This design comes from an exercise in tuning for small area and a short achievable clock period on the open sky130 flow, not from production work. At most, simulation tests tie the RTL to the original design; equivalence was not proved.

==> violet <==
==> flow/design.v (excerpt) <==
module lockin_top (
  input  wire                          alg_clk,
  input  wire                          alg_rst_n,
  input  wire                          search_end,
  input  wire                          pem_posedge,
  input  wire [16-1:0]   ref_dat,
  input  wire                          ref_dat_valid,
  input  wire [16-1:0]     wave_sine,
  input  wire [16-1:0]     wave_cosine,
  output wire                          wave_req,
  output wire [9-1:0]     wave_addr,
  output wire                          buf_refresh,
  output wire [40-1:0]      i_sum,
  output wire [40-1:0]      q_sum,
  output wire                          sum_valid
);
  logic                        synced;
  logic                        boundary;
  logic [16-1:0] mix_sample;
  logic                        mix_clear;
  logic                        mix_end;
  pem_frame_seq u_seq (
    .alg_clk        (alg_clk),
    .alg_rst_n      (alg_rst_n),
    .search_end     (search_end),
    .pem_posedge    (pem_posedge),
    .ref_dat_valid  (ref_dat_valid),
    .wave_req       (wave_req),
    .wave_addr      (wave_addr),
    .buf_refresh    (buf_refresh),
    .synced         (synced),
    .boundary       (boundary)
  );
  lockin_mixer u_mixer (
    .alg_clk        (alg_clk),
    .alg_rst_n      (alg_rst_n),
    .synced         (synced),
    .wave_req       (wave_req),
    .boundary       (boundary),
    .ref_dat        (ref_dat),
    .mix_sample     (mix_sample),
    .mix_clear      (mix_clear),
    .mix_end        (mix_end)
  );
  frame_accum u_accum (
    .alg_clk        (alg_clk),
    .alg_rst_n      (alg_rst_n),
    .mix_sample     (mix_sample),
    .mix_clear      (mix_clear),
    .mix_end        (mix_end),
    .wave_sine      (wave_sine),       
    .wave_cosine    (wave_cosine),
    .i_sum          (i_sum),
    .q_sum          (q_sum),
    .sum_valid      (sum_valid)
  );
endmodule
==> flow/config.mk <==
export PLATFORM = sky130hd
export DESIGN_NAME = lockin_top
export DESIGN_NICKNAME = lockin_top
export VERILOG_FILES = /design/flow/design.v
export SDC_FILE = /design/flow/constraint.sdc
export NUM_CORES = 4
export LEC_CHECK = 0
export ABC_CLOCK_PERIOD_IN_PS = 3500
export CAP_MARGIN = 20
export CORE_MARGIN = 2
export CORE_UTILIZATION = 65
export SETUP_SLACK_MARGIN = 3.6
export SLEW_MARGIN = 20
export SYNTH_HIERARCHICAL = 1
==> flow/constraint.sdc <==
create_clock -name core_clock -period 7.0 [get_ports {alg_clk}]
set_input_delay 1.4000 -clock core_clock [delete_from_list [all_inputs] [get_ports {alg_clk}]]
set_output_delay 1.4000 -clock core_clock [all_outputs]
set_load 0.01 [all_outputs]
standard.sh (not shown) runs the stock make flow with config.mk's settings and CLKGATE_MAP_FILE= SYNTH_SCRIPT=/design/flow/synth_recipe.tcl, a recipe that flattens the netlist after the stock synthesis.
==> flow/flow/run.sh <==
#!/bin/bash
# The standard layout, with the port buffers made from the smallest buffer
# cell instead of the default choice.  Everything else is the standard flow's own flow.
set -e
cp standard.sh standard_copy.log
export BUFFER_PORTS_ARGS="-buffer_cell sky130_fd_sc_hd__buf_1"
bash standard.sh > standard.log 2>&1
==> juniper: changes against violet <==
--- a/flow/design.v
+++ b/flow/design.v
@@ -427,12 +427,12 @@
   wire fp64;
   lockin_xor u_fp64 (.a(fc54), .b(fs61), .y(fp64));
   lockin_fa_fast u_fs63 (.p(fp64), .a(fc54), .c(fs62), .s(fs63), .co(fc63));
   wire hs15, hc15;
   lockin_ha u_hs15 (.a(fs63), .b(fc55), .s(hs15), .co(hc15));
-  wire fs64 = ~(st_in[25] ^ st_in[26]);
-  wire fc64 = st_in[25] | st_in[26];
+  wire fs64, fc64;
+  lockin_fa u_fs64 (.a(1'b1), .b(st_in[25]), .c(st_in[26]), .s(fs64), .co(fc64));
   wire fs65, fc65;
   lockin_fa u_fs65 (.a(~pp0_16), .b(pp1_14), .c(pp2_12), .s(fs65), .co(fc65));
   wire fs66, fc66;
   lockin_fa u_fs66 (.a(pp3_10), .b(pp4_8), .c(pp5_6), .s(fs66), .co(fc66));
   wire fs67, fc67;
@@ -449,12 +449,12 @@
   lockin_fa_fast u_fs71 (.p(fp72), .a(fs69), .c(fs70), .s(fs71), .co(fc71));
   wire fs72, fc72;
   wire fp73;
   lockin_xor u_fp73 (.a(fc62), .b(fs71), .y(fp73));
   lockin_fa_fast u_fs72 (.p(fp73), .a(fc62), .c(fc63), .s(fs72), .co(fc72));
-  wire fs73 = ~(st_in[27] ^ st_in[28]);
-  wire fc73 = st_in[27] | st_in[28];
+  wire fs73, fc73;
+  lockin_fa u_fs73 (.a(1'b1), .b(st_in[27]), .c(st_in[28]), .s(fs73), .co(fc73));
   wire fs74, fc74;
   lockin_fa u_fs74 (.a(pp1_15), .b(pp2_13), .c(pp3_11), .s(fs74), .co(fc74));
   wire fs75, fc75;
   lockin_fa u_fs75 (.a(pp4_9), .b(pp5_7), .c(pp6_5), .s(fs75), .co(fc75));
   wire fs76, fc76;
@@ -491,12 +491,12 @@
   lockin_fa_fast u_fs87 (.p(fp88), .a(fs85), .c(fs86), .s(fs87), .co(fc87));
   wire fs88, fc88;
   wire fp89;
   lockin_xor u_fp89 (.a(fc79), .b(fs87), .y(fp89));
   lockin_fa_fast u_fs88 (.p(fp89), .a(fc79), .c(fc80), .s(fs88), .co(fc88));
-  wire fs89 = ~(st_in[31] ^ st_in[32]);
-  wire fc89 = st_in[31] | st_in[32];
+  wire fs89, fc89;
+  lockin_fa u_fs89 (.a(1'b1), .b(st_in[31]), .c(st_in[32]), .s(fs89), .co(fc89));
   wire fs90, fc90;
   lockin_fa u_fs90 (.a(pp2_15), .b(pp3_13), .c(pp4_11), .s(fs90), .co(fc90));
   wire fs91, fc91;
   lockin_fa u_fs91 (.a(pp5_9), .b(pp6_7), .c(pp7_5), .s(fs91), .co(fc91));
   wire fs92, fc92;
@@ -527,12 +527,12 @@
   lockin_fa_fast u_fs101 (.p(fp102), .a(fc93), .c(fc94), .s(fs101), .co(fc101));
   wire fs102, fc102;
   wire fp103;
   lockin_xor u_fp103 (.a(fs100), .b(fs101), .y(fp103));
   lockin_fa_fast u_fs102 (.p(fp103), .a(fs100), .c(fc95), .s(fs102), .co(fc102));
-  wire fs103 = ~(st_in[35] ^ st_in[36]);
-  wire fc103 = st_in[35] | st_in[36];
+  wire fs103, fc103;
+  lockin_fa u_fs103 (.a(1'b1), .b(st_in[35]), .c(st_in[36]), .s(fs103), .co(fc103));
   wire fs104, fc104;
   lockin_fa u_fs104 (.a(pp3_15), .b(pp4_13), .c(pp5_11), .s(fs104), .co(fc104));
   wire fs105, fc105;
   lockin_fa u_fs105 (.a(pp6_9), .b(pp7_7), .c(fs103), .s(fs105), .co(fc105));
   wire fs106, fc106;
@@ -559,12 +559,12 @@
   lockin_fa_fast u_fs113 (.p(fp114), .a(fc106), .c(fs112), .s(fs113), .co(fc113));
   wire fs114, fc114;
   wire fp115;
   lockin_xor u_fp115 (.a(fs113), .b(fc107), .y(fp115));
   lockin_fa_fast u_fs114 (.p(fp115), .a(fs113), .c(fc108), .s(fs114), .co(fc114));
-  wire fs115 = ~(st_in[39] ^ st_in[40]);
-  wire fc115 = st_in[39] | st_in[40];
+  wire fs115, fc115;
+  lockin_fa u_fs115 (.a(1'b1), .b(st_in[39]), .c(st_in[40]), .s(fs115), .co(fc115));
   wire fs116, fc116;
   lockin_fa u_fs116 (.a(pp4_15), .b(pp5_13), .c(pp6_11), .s(fs116), .co(fc116));
   wire fs117, fc117;
   lockin_fa u_fs117 (.a(pp7_9), .b(fs115), .c(fc109), .s(fs117), .co(fc117));
   wire fs118, fc118;
@@ -585,12 +585,12 @@
   lockin_fa u_fs123 (.a(fs121), .b(fc117), .c(fs122), .s(fs123), .co(fc123));
   wire fs124, fc124;
   wire fp125;
   lockin_xor u_fp125 (.a(fc118), .b(fs123), .y(fp125));
   lockin_fa_fast u_fs124 (.p(fp125), .a(fc118), .c(fc119), .s(fs124), .co(fc124));
-  wire fs125 = ~(st_in[43] ^ st_in[44]);
-  wire fc125 = st_in[43] | st_in[44];
+  wire fs125, fc125;
+  lockin_fa u_fs125 (.a(1'b1), .b(st_in[43]), .c(st_in[44]), .s(fs125), .co(fc125));
   wire fs126, fc126;
   lockin_fa u_fs126 (.a(pp5_15), .b(pp6_13), .c(pp7_11), .s(fs126), .co(fc126));
   wire fs127, fc127;
   lockin_fa u_fs127 (.a(fs125), .b(fc120), .c(fc121), .s(fs127), .co(fc127));
   wire fs128, fc128;
@@ -605,12 +605,12 @@
   lockin_fa u_fs131 (.a(fc126), .b(fs129), .c(fs130), .s(fs131), .co(fc131));
   wire fs132, fc132;
   wire fp133;
   lockin_xor u_fp133 (.a(fc127), .b(fs131), .y(fp133));
   lockin_fa_fast u_fs132 (.p(fp133), .a(fc127), .c(fc128), .s(fs132), .co(fc132));
-  wire fs133 = ~(st_in[47] ^ st_in[48]);
-  wire fc133 = st_in[47] | st_in[48];
+  wire fs133, fc133;
+  lockin_fa u_fs133 (.a(1'b1), .b(st_in[47]), .c(st_in[48]), .s(fs133), .co(fc133));
   wire fs134, fc134;
   lockin_fa u_fs134 (.a(pp6_15), .b(pp7_13), .c(fs133), .s(fs134), .co(fc134));
   wire fs135, fc135;
   lockin_fa u_fs135 (.a(fc129), .b(fc130), .c(fs134), .s(fs135), .co(fc135));
   wire hs21, hc21;
@@ -621,40 +621,40 @@
   lockin_fa u_fs137 (.a(pp7_14), .b(fc133), .c(fs136), .s(fs137), .co(fc137));
   wire fs138, fc138;
   wire fp139;
   lockin_xor u_fp139 (.a(fc134), .b(fs137), .y(fp139));
   lockin_fa_fast u_fs138 (.p(fp139), .a(fc134), .c(fc135), .s(fs138), .co(fc138));
-  wire fs139 = ~(st_in[51] ^ st_in[52]);
-  wire fc139 = st_in[51] | st_in[52];
+  wire fs139, fc139;
+  lockin_fa u_fs139 (.a(1'b1), .b(st_in[51]), .c(st_in[52]), .s(fs139), .co(fc139));
   wire fs140, fc140;
   lockin_fa u_fs140 (.a(pp7_15), .b(fs139), .c(fc136), .s(fs140), .co(fc140));
   wire hs22, hc22;
   lockin_ha u_hs22 (.a(fs140), .b(fc137), .s(hs22), .co(hc22));
   wire fs141, fc141;
   lockin_fa u_fs141 (.a(st_in[53]), .b(st_in[54]), .c(~pp7_16), .s(fs141), .co(fc141));
   wire fs142, fc142;
   lockin_fa u_fs142 (.a(fc139), .b(fs141), .c(fc140), .s(fs142), .co(fc142));
-  wire fs143 = ~(st_in[55] ^ st_in[56]);
-  wire fc143 = st_in[55] | st_in[56];
+  wire fs143, fc143;
+  lockin_fa u_fs143 (.a(1'b1), .b(st_in[55]), .c(st_in[56]), .s(fs143), .co(fc143));
   wire hs23, hc23;
   lockin_ha u_hs23 (.a(fs143), .b(fc141), .s(hs23), .co(hc23));
-  wire fs144 = ~(st_in[57] ^ fc143);
-  wire fc144 = st_in[57] | fc143;
-  wire hs24 = ~st_in[58];
-  wire hc24 = st_in[58];
-  wire hs25 = ~st_in[59];
-  wire hc25 = st_in[59];
-  wire hs26 = ~st_in[60];
-  wire hc26 = st_in[60];
-  wire hs27 = ~st_in[61];
-  wire hc27 = st_in[61];
-  wire hs28 = ~st_in[62];
-  wire hc28 = st_in[62];
-  wire hs29 = ~st_in[63];
-  wire hc29 = st_in[63];
-  wire hs30 = ~st_in[64];
-  wire hc30 = st_in[64];
+  wire fs144, fc144;
+  lockin_fa u_fs144 (.a(1'b1), .b(st_in[57]), .c(fc143), .s(fs144), .co(fc144));
+  wire hs24, hc24;
+  lockin_ha u_hs24 (.a(1'b1), .b(st_in[58]), .s(hs24), .co(hc24));
+  wire hs25, hc25;
+  lockin_ha u_hs25 (.a(1'b1), .b(st_in[59]), .s(hs25), .co(hc25));
+  wire hs26, hc26;
+  lockin_ha u_hs26 (.a(1'b1), .b(st_in[60]), .s(hs26), .co(hc26));
+  wire hs27, hc27;
+  lockin_ha u_hs27 (.a(1'b1), .b(st_in[61]), .s(hs27), .co(hc27));
+  wire hs28, hc28;
+  lockin_ha u_hs28 (.a(1'b1), .b(st_in[62]), .s(hs28), .co(hc28));
+  wire hs29, hc29;
+  lockin_ha u_hs29 (.a(1'b1), .b(st_in[63]), .s(hs29), .co(hc29));
+  wire hs30, hc30;
+  lockin_ha u_hs30 (.a(1'b1), .b(st_in[64]), .s(hs30), .co(hc30));
   wire [39:0] ra = {hc29, hc28, hc27, hc26, hc25, hc24, fc144, hc23, fc142, hc22, fc138, hc21, fc132, hc20, fc124, hc19, fc114, hc18, fc102, hc17, fc88, hc16, fc72, hc15, hc14, hc13, hc12, hc11, hc10, hc9, hc8, fs16, fs11, fs8, fs5, fs3, fs1, fs0, pp0_1, pp0_0};
   wire [39:0] rb = {hs30, hs29, hs28, hs27, hs26, hs25, hs24, fs144, hs23, fs142, hs22, fs138, hs21, fs132, hs20, fs124, hs19, fs114, hs18, fs102, hs17, fs88, hs16, fs72, hs15, hs14, hs13, hs12, hs11, hs10, hs9, hs8, hs7, hs6, hs5, hs4, hs3, hs2, hs1, hs0};
   assign st_out[8:0] = {1'b0, ra[7:0]} + {1'b0, rb[7:0]};
   assign st_out[9] = ra[8];
   assign st_out[10] = rb[8];
@@ -877,43 +877,24 @@
 endmodule
 `timescale 1ns/10ps
 `default_nettype none
 module lockin_chan (
   input  wire                               alg_clk,
-  input  wire [16-1:0]        mix_sample,
+  input  wire [8-1:0]          mul_one,      
+  input  wire [8-1:0]          mul_two,      
+  input  wire [8-1:0]          mul_neg,      
   input  wire                               mix_clear,
   input  wire [16-1:0]          wave,         
   output logic [40-1:0]          sum           
 );
-  logic [8-1:0] enc_one;
-  logic [8-1:0] enc_two;
-  logic [8-1:0] enc_neg;
-  logic [8-1:0] mul_one;      
-  logic [8-1:0] mul_two;      
-  logic [8-1:0] mul_neg;      
   logic [16-1:0] mul_wave;
   logic                      mul_clear;
   logic [65-1:0]   st;
   logic [65-1:0]   nxt;
   logic [40-1:0]  res;
-  logic [16:0] ext;           
-  assign ext = {mix_sample, 1'b0};
-  always_comb
-  begin
-    for (int d = 0; d < 8; d++)
-    begin
-      enc_one[d] = ext[2*d+1] ^ ext[2*d];
-      enc_two[d] = (ext[2*d+2] & ~ext[2*d+1] & ~ext[2*d]) |
-                   (~ext[2*d+2] & ext[2*d+1] & ext[2*d]);
-      enc_neg[d] = ext[2*d+2] & ~(ext[2*d+1] & ext[2*d]);
-    end
-  end
   always_ff @(posedge alg_clk)
   begin
-    mul_one   <= enc_one;
-    mul_two   <= enc_two;
-    mul_neg   <= enc_neg;
     mul_wave  <= wave;
     mul_clear <= mix_clear;
   end
   lockin_mac u_mac (
     .one     (mul_one),
@@ -940,21 +921,49 @@
   input  wire [16-1:0]          wave_cosine,
   output logic [40-1:0]          i_sum,        
   output logic [40-1:0]          q_sum,        
   output logic                              sum_valid     
 );
-  logic mul_end;
+  logic                      mul_end;
+  logic [8-1:0] enc_one;
+  logic [8-1:0] enc_two;
+  logic [8-1:0] enc_neg;
+  logic [8-1:0] mul_one;      
+  logic [8-1:0] mul_two;      
+  logic [8-1:0] mul_neg;      
+  logic [16:0] ext;           
+  assign ext = {mix_sample, 1'b0};
+  always_comb
+  begin
+    for (int d = 0; d < 8; d++)
+    begin
+      enc_one[d] = ext[2*d+1] ^ ext[2*d];
+      enc_two[d] = (ext[2*d+2] & ~ext[2*d+1] & ~ext[2*d]) |
+                   (~ext[2*d+2] & ext[2*d+1] & ext[2*d]);
+      enc_neg[d] = ext[2*d+2] & ~(ext[2*d+1] & ext[2*d]);
+    end
+  end
+  always_ff @(posedge alg_clk)
+  begin
+    mul_one <= enc_one;
+    mul_two <= enc_two;
+    mul_neg <= enc_neg;
+  end
   lockin_chan u_chan_i (
     .alg_clk    (alg_clk),
-    .mix_sample (mix_sample),
+    .mul_one    (mul_one),
+    .mul_two    (mul_two),
+    .mul_neg    (mul_neg),
     .mix_clear  (mix_clear),
     .wave       (wave_sine),
     .sum        (i_sum)
   );
   lockin_chan u_chan_q (
     .alg_clk    (alg_clk),
-    .mix_sample (mix_sample),
+    .mul_one    (mul_one),
+    .mul_two    (mul_two),
+    .mul_neg    (mul_neg),
     .mix_clear  (mix_clear),
     .wave       (wave_cosine),
     .sum        (q_sum)
   );
   always_ff @(posedge alg_clk or negedge alg_rst_n)
==> zinc: changes against violet <==
--- a/flow/design.v
+++ b/flow/design.v
@@ -427,12 +427,12 @@
   wire fp64;
   lockin_xor u_fp64 (.a(fc54), .b(fs61), .y(fp64));
   lockin_fa_fast u_fs63 (.p(fp64), .a(fc54), .c(fs62), .s(fs63), .co(fc63));
   wire hs15, hc15;
   lockin_ha u_hs15 (.a(fs63), .b(fc55), .s(hs15), .co(hc15));
-  wire fs64 = ~(st_in[25] ^ st_in[26]);
-  wire fc64 = st_in[25] | st_in[26];
+  wire fs64, fc64;
+  lockin_fa u_fs64 (.a(1'b1), .b(st_in[25]), .c(st_in[26]), .s(fs64), .co(fc64));
   wire fs65, fc65;
   lockin_fa u_fs65 (.a(~pp0_16), .b(pp1_14), .c(pp2_12), .s(fs65), .co(fc65));
   wire fs66, fc66;
   lockin_fa u_fs66 (.a(pp3_10), .b(pp4_8), .c(pp5_6), .s(fs66), .co(fc66));
   wire fs67, fc67;
@@ -449,12 +449,12 @@
   lockin_fa_fast u_fs71 (.p(fp72), .a(fs69), .c(fs70), .s(fs71), .co(fc71));
   wire fs72, fc72;
   wire fp73;
   lockin_xor u_fp73 (.a(fc62), .b(fs71), .y(fp73));
   lockin_fa_fast u_fs72 (.p(fp73), .a(fc62), .c(fc63), .s(fs72), .co(fc72));
-  wire fs73 = ~(st_in[27] ^ st_in[28]);
-  wire fc73 = st_in[27] | st_in[28];
+  wire fs73, fc73;
+  lockin_fa u_fs73 (.a(1'b1), .b(st_in[27]), .c(st_in[28]), .s(fs73), .co(fc73));
   wire fs74, fc74;
   lockin_fa u_fs74 (.a(pp1_15), .b(pp2_13), .c(pp3_11), .s(fs74), .co(fc74));
   wire fs75, fc75;
   lockin_fa u_fs75 (.a(pp4_9), .b(pp5_7), .c(pp6_5), .s(fs75), .co(fc75));
   wire fs76, fc76;
@@ -491,12 +491,12 @@
   lockin_fa_fast u_fs87 (.p(fp88), .a(fs85), .c(fs86), .s(fs87), .co(fc87));
   wire fs88, fc88;
   wire fp89;
   lockin_xor u_fp89 (.a(fc79), .b(fs87), .y(fp89));
   lockin_fa_fast u_fs88 (.p(fp89), .a(fc79), .c(fc80), .s(fs88), .co(fc88));
-  wire fs89 = ~(st_in[31] ^ st_in[32]);
-  wire fc89 = st_in[31] | st_in[32];
+  wire fs89, fc89;
+  lockin_fa u_fs89 (.a(1'b1), .b(st_in[31]), .c(st_in[32]), .s(fs89), .co(fc89));
   wire fs90, fc90;
   lockin_fa u_fs90 (.a(pp2_15), .b(pp3_13), .c(pp4_11), .s(fs90), .co(fc90));
   wire fs91, fc91;
   lockin_fa u_fs91 (.a(pp5_9), .b(pp6_7), .c(pp7_5), .s(fs91), .co(fc91));
   wire fs92, fc92;
@@ -527,12 +527,12 @@
   lockin_fa_fast u_fs101 (.p(fp102), .a(fc93), .c(fc94), .s(fs101), .co(fc101));
   wire fs102, fc102;
   wire fp103;
   lockin_xor u_fp103 (.a(fs100), .b(fs101), .y(fp103));
   lockin_fa_fast u_fs102 (.p(fp103), .a(fs100), .c(fc95), .s(fs102), .co(fc102));
-  wire fs103 = ~(st_in[35] ^ st_in[36]);
-  wire fc103 = st_in[35] | st_in[36];
+  wire fs103, fc103;
+  lockin_fa u_fs103 (.a(1'b1), .b(st_in[35]), .c(st_in[36]), .s(fs103), .co(fc103));
   wire fs104, fc104;
   lockin_fa u_fs104 (.a(pp3_15), .b(pp4_13), .c(pp5_11), .s(fs104), .co(fc104));
   wire fs105, fc105;
   lockin_fa u_fs105 (.a(pp6_9), .b(pp7_7), .c(fs103), .s(fs105), .co(fc105));
   wire fs106, fc106;
@@ -559,12 +559,12 @@
   lockin_fa_fast u_fs113 (.p(fp114), .a(fc106), .c(fs112), .s(fs113), .co(fc113));
   wire fs114, fc114;
   wire fp115;
   lockin_xor u_fp115 (.a(fs113), .b(fc107), .y(fp115));
   lockin_fa_fast u_fs114 (.p(fp115), .a(fs113), .c(fc108), .s(fs114), .co(fc114));
-  wire fs115 = ~(st_in[39] ^ st_in[40]);
-  wire fc115 = st_in[39] | st_in[40];
+  wire fs115, fc115;
+  lockin_fa u_fs115 (.a(1'b1), .b(st_in[39]), .c(st_in[40]), .s(fs115), .co(fc115));
   wire fs116, fc116;
   lockin_fa u_fs116 (.a(pp4_15), .b(pp5_13), .c(pp6_11), .s(fs116), .co(fc116));
   wire fs117, fc117;
   lockin_fa u_fs117 (.a(pp7_9), .b(fs115), .c(fc109), .s(fs117), .co(fc117));
   wire fs118, fc118;
@@ -585,12 +585,12 @@
   lockin_fa u_fs123 (.a(fs121), .b(fc117), .c(fs122), .s(fs123), .co(fc123));
   wire fs124, fc124;
   wire fp125;
   lockin_xor u_fp125 (.a(fc118), .b(fs123), .y(fp125));
   lockin_fa_fast u_fs124 (.p(fp125), .a(fc118), .c(fc119), .s(fs124), .co(fc124));
-  wire fs125 = ~(st_in[43] ^ st_in[44]);
-  wire fc125 = st_in[43] | st_in[44];
+  wire fs125, fc125;
+  lockin_fa u_fs125 (.a(1'b1), .b(st_in[43]), .c(st_in[44]), .s(fs125), .co(fc125));
   wire fs126, fc126;
   lockin_fa u_fs126 (.a(pp5_15), .b(pp6_13), .c(pp7_11), .s(fs126), .co(fc126));
   wire fs127, fc127;
   lockin_fa u_fs127 (.a(fs125), .b(fc120), .c(fc121), .s(fs127), .co(fc127));
   wire fs128, fc128;
@@ -605,12 +605,12 @@
   lockin_fa u_fs131 (.a(fc126), .b(fs129), .c(fs130), .s(fs131), .co(fc131));
   wire fs132, fc132;
   wire fp133;
   lockin_xor u_fp133 (.a(fc127), .b(fs131), .y(fp133));
   lockin_fa_fast u_fs132 (.p(fp133), .a(fc127), .c(fc128), .s(fs132), .co(fc132));
-  wire fs133 = ~(st_in[47] ^ st_in[48]);
-  wire fc133 = st_in[47] | st_in[48];
+  wire fs133, fc133;
+  lockin_fa u_fs133 (.a(1'b1), .b(st_in[47]), .c(st_in[48]), .s(fs133), .co(fc133));
   wire fs134, fc134;
   lockin_fa u_fs134 (.a(pp6_15), .b(pp7_13), .c(fs133), .s(fs134), .co(fc134));
   wire fs135, fc135;
   lockin_fa u_fs135 (.a(fc129), .b(fc130), .c(fs134), .s(fs135), .co(fc135));
   wire hs21, hc21;
@@ -621,40 +621,40 @@
   lockin_fa u_fs137 (.a(pp7_14), .b(fc133), .c(fs136), .s(fs137), .co(fc137));
   wire fs138, fc138;
   wire fp139;
   lockin_xor u_fp139 (.a(fc134), .b(fs137), .y(fp139));
   lockin_fa_fast u_fs138 (.p(fp139), .a(fc134), .c(fc135), .s(fs138), .co(fc138));
-  wire fs139 = ~(st_in[51] ^ st_in[52]);
-  wire fc139 = st_in[51] | st_in[52];
+  wire fs139, fc139;
+  lockin_fa u_fs139 (.a(1'b1), .b(st_in[51]), .c(st_in[52]), .s(fs139), .co(fc139));
   wire fs140, fc140;
   lockin_fa u_fs140 (.a(pp7_15), .b(fs139), .c(fc136), .s(fs140), .co(fc140));
   wire hs22, hc22;
   lockin_ha u_hs22 (.a(fs140), .b(fc137), .s(hs22), .co(hc22));
   wire fs141, fc141;
   lockin_fa u_fs141 (.a(st_in[53]), .b(st_in[54]), .c(~pp7_16), .s(fs141), .co(fc141));
   wire fs142, fc142;
   lockin_fa u_fs142 (.a(fc139), .b(fs141), .c(fc140), .s(fs142), .co(fc142));
-  wire fs143 = ~(st_in[55] ^ st_in[56]);
-  wire fc143 = st_in[55] | st_in[56];
+  wire fs143, fc143;
+  lockin_fa u_fs143 (.a(1'b1), .b(st_in[55]), .c(st_in[56]), .s(fs143), .co(fc143));
   wire hs23, hc23;
   lockin_ha u_hs23 (.a(fs143), .b(fc141), .s(hs23), .co(hc23));
-  wire fs144 = ~(st_in[57] ^ fc143);
-  wire fc144 = st_in[57] | fc143;
-  wire hs24 = ~st_in[58];
-  wire hc24 = st_in[58];
-  wire hs25 = ~st_in[59];
-  wire hc25 = st_in[59];
-  wire hs26 = ~st_in[60];
-  wire hc26 = st_in[60];
-  wire hs27 = ~st_in[61];
-  wire hc27 = st_in[61];
-  wire hs28 = ~st_in[62];
-  wire hc28 = st_in[62];
-  wire hs29 = ~st_in[63];
-  wire hc29 = st_in[63];
-  wire hs30 = ~st_in[64];
-  wire hc30 = st_in[64];
+  wire fs144, fc144;
+  lockin_fa u_fs144 (.a(1'b1), .b(st_in[57]), .c(fc143), .s(fs144), .co(fc144));
+  wire hs24, hc24;
+  lockin_ha u_hs24 (.a(1'b1), .b(st_in[58]), .s(hs24), .co(hc24));
+  wire hs25, hc25;
+  lockin_ha u_hs25 (.a(1'b1), .b(st_in[59]), .s(hs25), .co(hc25));
+  wire hs26, hc26;
+  lockin_ha u_hs26 (.a(1'b1), .b(st_in[60]), .s(hs26), .co(hc26));
+  wire hs27, hc27;
+  lockin_ha u_hs27 (.a(1'b1), .b(st_in[61]), .s(hs27), .co(hc27));
+  wire hs28, hc28;
+  lockin_ha u_hs28 (.a(1'b1), .b(st_in[62]), .s(hs28), .co(hc28));
+  wire hs29, hc29;
+  lockin_ha u_hs29 (.a(1'b1), .b(st_in[63]), .s(hs29), .co(hc29));
+  wire hs30, hc30;
+  lockin_ha u_hs30 (.a(1'b1), .b(st_in[64]), .s(hs30), .co(hc30));
   wire [39:0] ra = {hc29, hc28, hc27, hc26, hc25, hc24, fc144, hc23, fc142, hc22, fc138, hc21, fc132, hc20, fc124, hc19, fc114, hc18, fc102, hc17, fc88, hc16, fc72, hc15, hc14, hc13, hc12, hc11, hc10, hc9, hc8, fs16, fs11, fs8, fs5, fs3, fs1, fs0, pp0_1, pp0_0};
   wire [39:0] rb = {hs30, hs29, hs28, hs27, hs26, hs25, hs24, fs144, hs23, fs142, hs22, fs138, hs21, fs132, hs20, fs124, hs19, fs114, hs18, fs102, hs17, fs88, hs16, fs72, hs15, hs14, hs13, hs12, hs11, hs10, hs9, hs8, hs7, hs6, hs5, hs4, hs3, hs2, hs1, hs0};
   assign st_out[8:0] = {1'b0, ra[7:0]} + {1'b0, rb[7:0]};
   assign st_out[9] = ra[8];
   assign st_out[10] = rb[8];
--- a/flow/config.mk
+++ b/flow/config.mk
@@ -6,9 +6,11 @@
 export NUM_CORES = 4
 export LEC_CHECK = 0
 export ABC_CLOCK_PERIOD_IN_PS = 3500
 export CAP_MARGIN = 20
 export CORE_MARGIN = 2
-export CORE_UTILIZATION = 65
-export SETUP_SLACK_MARGIN = 3.6
+export CORE_UTILIZATION = 75
+export CTS_CLUSTER_DIAMETER = 150
+export CTS_CLUSTER_SIZE = 20
+export SETUP_SLACK_MARGIN = 3.63
 export SLEW_MARGIN = 20
 export SYNTH_HIERARCHICAL = 1
==> notes <==
juniper produced a clean layout. zinc passed the timing, design-rule and antenna checks. violet finished with timing, DRC and antenna clean. In violet the synthesized cell count is higher than in juniper, by about 6%. Between juniper and violet, the lower clock skew is in violet (gap 1.2 ps). Count of clock-buffer cells in the layout: zinc is lower than juniper (34). Flip-flop and latch count: juniper is lower than violet (24). Worst setup slack, lowest first: juniper, violet, zinc.
==> figures <==
quantity	juniper	zinc	violet
Arr. time, crit path	3800 ps	1930 ps	1940 ps
Filler Cells Inserted	2,819	2,226	2,988
Status	complete, no violations	complete, no violations	complete, no violations
Total number of sequential cells	303	327	327
Met2 WL	26,900 µm	24,200 µm	26,300 µm
Vertical die dimension	198 µm	187 µm	201 µm
Placed insts	2,654	2,645	2,762
Post-Place Worst Slack	2900 ps	3100 ps	3100 ps
Number of register bits inferred by synthesis	303	327	327
Buffer count excluding the clock tree in the final layout	208	168	167
Router iterations before antenna repair	6	7	6
Pin count of the biggest net entering global routing	37	37	34
Total number of cells along the worst setup path	9	3	3
The RTL of violet and juniper was laid out without a check of its function.

==> port drivers added, routing unchanged <==
Ports are ideal in the flow. The routed layouts listed here were re-timed in OpenROAD. Step 1 assumes that a clkbuf_16 drives the clock port and a buf_2 every other input. Step 2 times the ports against the registers' clock, not the clock port: input delays grow and output delays shrink by t, the midpoint of the rising clock arrivals with the driver on. a / b / c = ideal / step 1 / step 2; a / b = the first two.
run | t (ns) | slack for setup (ns) | clock arrival spread, ns | worst register clock-pin slew, ns
violet | 0.619 | 3.657 / 3.634 / 3.634 | 0.027 / 0.027 | 0.06 / 0.06
juniper | 0.601 | 3.646 / 3.635 / 3.635 | 0.026 / 0.027 | 0.06 / 0.06
zinc | 0.605 | 3.669 / 3.637 / 3.637 | 0.031 / 0.031 | 0.09 / 0.09
After both steps setup and hold are still met in every run listed. The setup slack of zinc, which loses most, moves by -0.032 ns with the drivers and by -0.032 ns with both steps.
